Background: an optimization exercise with open tools, aiming at small area, a short achievable clock period and few clock cycles per item. Do not read the settings as production practice.
In this exercise RTL edits were held to simulation tests only and were not proved equivalent to the original.

==> flow/design.v <==
package me_pkg;
	localparam int NUM_CAND        = 16;
	localparam int BLOCK_PIXELS    = 256;
	localparam int BEATS_PER_BLOCK = BLOCK_PIXELS + NUM_CAND - 1;
	localparam int IN_CREDITS  = 4;
	localparam int OUT_CREDITS = 2;
	localparam int IN_CNT_W  = $clog2(IN_CREDITS + 1);
	localparam int OUT_CNT_W = $clog2(OUT_CREDITS + 1);
	typedef logic [7:0] pixel_t;
	typedef logic [15:0] sad_t;
	typedef logic [3:0] mv_t;
	typedef logic [8:0] beat_t;
endpackage
`timescale 1ns/1ps
module pixel_feeder (
	input  logic           clk,
	input  logic           arst_n,
	input  logic           in_valid,
	input  me_pkg::pixel_t c_pix,
	input  me_pkg::pixel_t p_pix,
	output logic           in_credit,
	input  logic           res_pend,
	output logic           step,
	output me_pkg::pixel_t c,
	output me_pkg::pixel_t pn,
	output me_pkg::beat_t  beat
);
	logic [me_pkg::IN_CREDITS-1:0] owed;
	logic                          grant;
	always_ff @(posedge clk) begin
		c <= c_pix;
		pn <= ~p_pix;
	end
	always_ff @(posedge clk or negedge arst_n) begin
		if (!arst_n) begin
			step <= 1'b0;
		end else begin
			step <= in_valid;
		end
	end
	always_ff @(posedge clk or negedge arst_n) begin
		if (!arst_n) begin
			beat <= '0;
		end else if (step) begin
			beat <= (beat == me_pkg::beat_t'(me_pkg::BEATS_PER_BLOCK - 1)) ? '0 : beat + 1'b1;
		end
	end
	assign grant = owed[0] && !(res_pend &&
		(beat >= me_pkg::beat_t'(me_pkg::BLOCK_PIXELS - 7)) &&
		(beat <= me_pkg::beat_t'(me_pkg::BLOCK_PIXELS - 1)));
	always_ff @(posedge clk or negedge arst_n) begin
		if (!arst_n) begin
			owed      <= '0;
			in_credit <= 1'b0;
		end else begin
			if (in_valid && !grant) begin
				owed <= {owed[me_pkg::IN_CREDITS-2:0], 1'b1};
			end else if (!in_valid && grant) begin
				owed <= {1'b0, owed[me_pkg::IN_CREDITS-1:1]};
			end
			in_credit <= grant;
		end
	end
endmodule
`timescale 1ns/1ps
module sad_pe (
	input  logic           clk,
	input  logic           arst_n,
	input  logic           step,
	input  logic           en,
	input  me_pkg::pixel_t c_in,
	input  logic [3:0]     c_nx_hi,
	input  me_pkg::pixel_t pn,
	input  logic [3:0]     pn_hi_d,
	input  logic           clr,
	output me_pkg::pixel_t c_out,
	output me_pkg::sad_t   sad
);
	always_ff @(posedge clk) begin
		if (step) begin
			c_out <= c_in;
		end
	end
	logic [4:0] ac;
	logic [3:0] xl;
	logic [4:0] gc;
	logic       hp;
	logic       gt;
	assign ac[0] = 1'b0;
	for (genvar i = 0; i < 4; i++) begin : g_a
		assign xl[i]   = c_in[i] ^ pn[i] ^ ac[i];
		assign ac[i+1] = (c_in[i] & pn[i]) | (ac[i] & (c_in[i] ^ pn[i]));
	end
	assign gc[0] = 1'b0;
	for (genvar i = 4; i < 8; i++) begin : g_g
		assign gc[i-3] = (c_in[i] & pn[i]) | (gc[i-4] & (c_in[i] ^ pn[i]));
	end
	assign hp = ((c_in[7:4] ^ pn[7:4]) == 4'hf);
	assign gt = gc[4] | (hp & ac[4]);
	logic [3:0] xl_r;
	logic       k_r;
	logic       gt_r;
	logic       en_r;
	always_ff @(posedge clk) begin
		xl_r <= xl | {4{~en}};
		k_r  <= ac[4];
		gt_r <= gt & en;
	end
	always_ff @(posedge clk or negedge arst_n) begin
		if (!arst_n) begin
			en_r <= 1'b0;
		end else begin
			en_r <= en;
		end
	end
	logic [4:0] bc;
	logic [3:0] xh;
	logic [3:0] dl;
	logic [4:0] lc;
	logic [3:0] s0;
	logic [3:0] dh_r;
	logic       cy4_r;
	assign bc[0] = k_r;
	for (genvar i = 0; i < 4; i++) begin : g_b
		assign xh[i]   = c_nx_hi[i] ^ pn_hi_d[i] ^ bc[i];
		assign bc[i+1] = (c_nx_hi[i] & pn_hi_d[i]) | (bc[i] & (c_nx_hi[i] ^ pn_hi_d[i]));
	end
	assign dl    = xl_r ^ {4{~gt_r}};
	assign lc[0] = gt_r;
	for (genvar i = 0; i < 4; i++) begin : g_s0
		assign s0[i]   = sad[i] ^ dl[i] ^ lc[i];
		assign lc[i+1] = (sad[i] & dl[i]) | (lc[i] & (sad[i] ^ dl[i]));
	end
	always_ff @(posedge clk) begin
		dh_r  <= en_r ? (xh ^ {4{~gt_r}}) : 4'd0;
		cy4_r <= lc[4];
	end
	logic [4:0] mc;
	logic [3:0] s1;
	logic       cy8_r;
	assign mc[0] = cy4_r;
	for (genvar i = 0; i < 4; i++) begin : g_s1
		assign s1[i]   = sad[i+4] ^ dh_r[i] ^ mc[i];
		assign mc[i+1] = (sad[i+4] & dh_r[i]) | (mc[i] & (sad[i+4] ^ dh_r[i]));
	end
	always_ff @(posedge clk) begin
		cy8_r <= mc[4];
	end
	logic [7:0] s2;
	assign s2 = sad[15:8] + {7'd0, cy8_r};
	always_ff @(posedge clk) begin
		sad <= clr ? '0 : {s2, s1, s0};
	end
endmodule
`timescale 1ns/1ps
module best_match (
	input  logic           clk,
	input  logic           arst_n,
	input  logic           fin,
	input  logic [me_pkg::NUM_CAND-1:0][15:0] sads,
	output logic [me_pkg::NUM_CAND-1:0] rd,
	output logic           res_pend,
	output logic           out_valid,
	output me_pkg::mv_t    mv,
	output me_pkg::sad_t   sad,
	input  logic           out_credit
);
	logic [3:0]                   fin_d;
	me_pkg::mv_t                  ridx;
	logic                         cmp;
	me_pkg::sad_t                 cand_r;
	me_pkg::mv_t                  cidx;
	logic [me_pkg::OUT_CNT_W-1:0] credits;
	logic                         send;
	always_ff @(posedge clk or negedge arst_n) begin
		if (!arst_n) begin
			fin_d <= '0;
			ridx  <= '0;
			cmp   <= 1'b0;
		end else begin
			fin_d <= {fin_d[2:0], fin};
			cmp   <= fin_d[3];
			if (fin_d[3]) begin
				ridx <= ridx + 1'b1;
			end
		end
	end
	for (genvar d = 0; d < me_pkg::NUM_CAND; d++) begin : g_rd
		assign rd[d] = fin_d[3] && (ridx == me_pkg::mv_t'(d));
	end
	always_ff @(posedge clk) begin
		cand_r <= sads[ridx];
	end
	assign cidx = ridx - 1'b1;
	assign send = res_pend && (credits != '0);
	always_ff @(posedge clk) begin
		if (cmp && ((cidx == '0) || (cand_r < sad))) begin
			sad <= cand_r;
			mv  <= cidx;
		end
	end
	always_ff @(posedge clk or negedge arst_n) begin
		if (!arst_n) begin
			res_pend  <= 1'b0;
			out_valid <= 1'b0;
			credits   <= me_pkg::OUT_CNT_W'(me_pkg::OUT_CREDITS);
		end else begin
			if (cmp && (cidx == me_pkg::mv_t'(me_pkg::NUM_CAND - 1))) begin
				res_pend <= 1'b1;
			end else if (send) begin
				res_pend <= 1'b0;
			end
			out_valid <= send;
			credits   <= credits + me_pkg::OUT_CNT_W'(out_credit) - me_pkg::OUT_CNT_W'(send);
		end
	end
endmodule
`timescale 1ns/1ps
module mv_search_top (
	input  logic           clk,
	input  logic           arst_n,
	input  logic           in_valid,
	input  me_pkg::pixel_t c_pix,
	input  me_pkg::pixel_t p_pix,
	output logic           in_credit,
	output logic           out_valid,
	output me_pkg::mv_t    mv,
	output me_pkg::sad_t   sad,
	input  logic           out_credit
);
	logic           step;
	me_pkg::pixel_t pn;
	logic [3:0]     pn_hi_d;
	me_pkg::beat_t  beat;
	logic           res_pend;
	logic           fin;
	logic [1:0]     rst_q;
	logic           clr_all;
	me_pkg::pixel_t                    c_chain [me_pkg::NUM_CAND+1];
	logic [me_pkg::NUM_CAND-1:0][15:0] sads;
	logic [me_pkg::NUM_CAND-1:0]       en;
	logic [me_pkg::NUM_CAND-1:0]       rd;
	pixel_feeder u_feeder (
		.clk       (clk),
		.arst_n    (arst_n),
		.in_valid  (in_valid),
		.c_pix     (c_pix),
		.p_pix     (p_pix),
		.in_credit (in_credit),
		.res_pend  (res_pend),
		.step      (step),
		.c         (c_chain[0]),
		.pn        (pn),
		.beat      (beat)
	);
	always_ff @(posedge clk) begin
		pn_hi_d <= pn[7:4];
	end
	always_ff @(posedge clk or negedge arst_n) begin
		if (!arst_n) begin
			rst_q <= 2'b11;
		end else begin
			rst_q <= {rst_q[0], 1'b0};
		end
	end
	assign clr_all = rst_q[1];
	for (genvar d = 0; d < me_pkg::NUM_CAND; d++) begin : g_en
		assign en[d] = step && (beat >= me_pkg::beat_t'(d)) &&
			(beat <= me_pkg::beat_t'(me_pkg::BLOCK_PIXELS - 1 + d));
	end
	assign fin = step && (beat >= me_pkg::beat_t'(me_pkg::BLOCK_PIXELS - 1));
	for (genvar d = 0; d < me_pkg::NUM_CAND; d++) begin : g_pe
		sad_pe u_pe (
			.clk     (clk),
			.arst_n  (arst_n),
			.step    (step),
			.en      (en[d]),
			.c_in    (c_chain[d]),
			.c_nx_hi (c_chain[d+1][7:4]),
			.pn      (pn),
			.pn_hi_d (pn_hi_d),
			.clr     (clr_all || rd[d]),
			.c_out   (c_chain[d+1]),
			.sad     (sads[d])
		);
	end
	best_match u_drain (
		.clk        (clk),
		.arst_n     (arst_n),
		.fin        (fin),
		.sads       (sads),
		.rd         (rd),
		.res_pend   (res_pend),
		.out_valid  (out_valid),
		.mv         (mv),
		.sad        (sad),
		.out_credit (out_credit)
	);
endmodule
clock: 5.5 ns
lec_check: 0
cap_margin: 20
core_margin: 2
core_utilization: 40
cts_cluster_diameter: 100
cts_cluster_size: 24
setup_slack_margin: 3.2
slew_margin: 20
tns_end_percent: 5
run.sh (not shown) runs the stock make flow with config.mk's settings and CLKGATE_MAP_FILE= SYNTH_SCRIPT=/design/flow/synth_recipe.tcl, a recipe that flattens the netlist after the stock synthesis.
Testbench counts at the start, summed over its fixed seeds: cycles 52,096, items 192.
==> next run, changes <==
--- a/flow/config.mk
+++ b/flow/config.mk
@@ -12,4 +12,3 @@
 export CTS_CLUSTER_SIZE = 24
-export SETUP_SLACK_MARGIN = 3.2
+export SETUP_SLACK_MARGIN = 3.4
 export SLEW_MARGIN = 20
-export TNS_END_PERCENT = 5
The changed run passed the timing, design-rule and antenna checks.
Non-clock buffer count went up by 48.
Via count went up by 2.4%.
Wire length went up by 3.8%.
Clock-buffer cell count does not change.
Worst setup slack improved by 0.24 ns.
First-iteration DRC count went up by 6.6%.
==> next run, changes <==
--- a/flow/config.mk
+++ b/flow/config.mk
@@ -12,3 +12,3 @@
 export CTS_CLUSTER_SIZE = 24
-export SETUP_SLACK_MARGIN = 3.4
+export SETUP_SLACK_MARGIN = 3.2
 export SLEW_MARGIN = 20
The changed run finished with timing, DRC and antenna clean; global-route usage hardly moves; non-clock buffer count falls by 24; routed wire length falls by 2.2%; cell area falls by 3.3%; core utilization falls by 1.5 points; critical path depth falls by 10; die area does not change.
==> next run, changes <==
--- a/flow/config.mk
+++ b/flow/config.mk
@@ -12,3 +12,3 @@
 export CTS_CLUSTER_SIZE = 24
-export SETUP_SLACK_MARGIN = 3.2
+export SETUP_SLACK_MARGIN = 3.0
 export SLEW_MARGIN = 20
Result:
- The new run went through all stages and came out clean
- area after synthesis stays the same
- design area falls by about 1.7%
- utilization shrinks by 0.78 points
- setup slack gets worse by 0.068 ns

## static timing again, ports no longer ideal
The flow's constraints put no driver on any port. The routed layouts listed below were extracted and timed again, unchanged, in two steps. Step 1, drivers: a clkbuf_16 drives clk and a buf_2 each remaining input, both assumed. Step 2 adds t to the input delays and takes it off the output delays; t is the mean of the earliest and latest rising clock arrival at the registers after step 1. Input paths then give back, and output paths get back, about the clock's delay inside the block. a / b / c = no drivers / after step 1 / after step 2; a / b = the first two.
| run | t (ns) | setup WS [ns] | worst setup path at the end |
|---|---|---|---|
| the first run | 0.643 | 2.941 / 2.884 / 2.974 | register to register |
| the second run | 0.637 | 3.180 / 3.141 / 3.180 | register to register |
| the third run | 0.631 | 3.113 / 3.052 / 3.151 | register to register |
| the fourth run | 0.643 | 3.045 / 3.014 / 3.045 | register to register |
After both steps setup and hold are still met in every run listed.
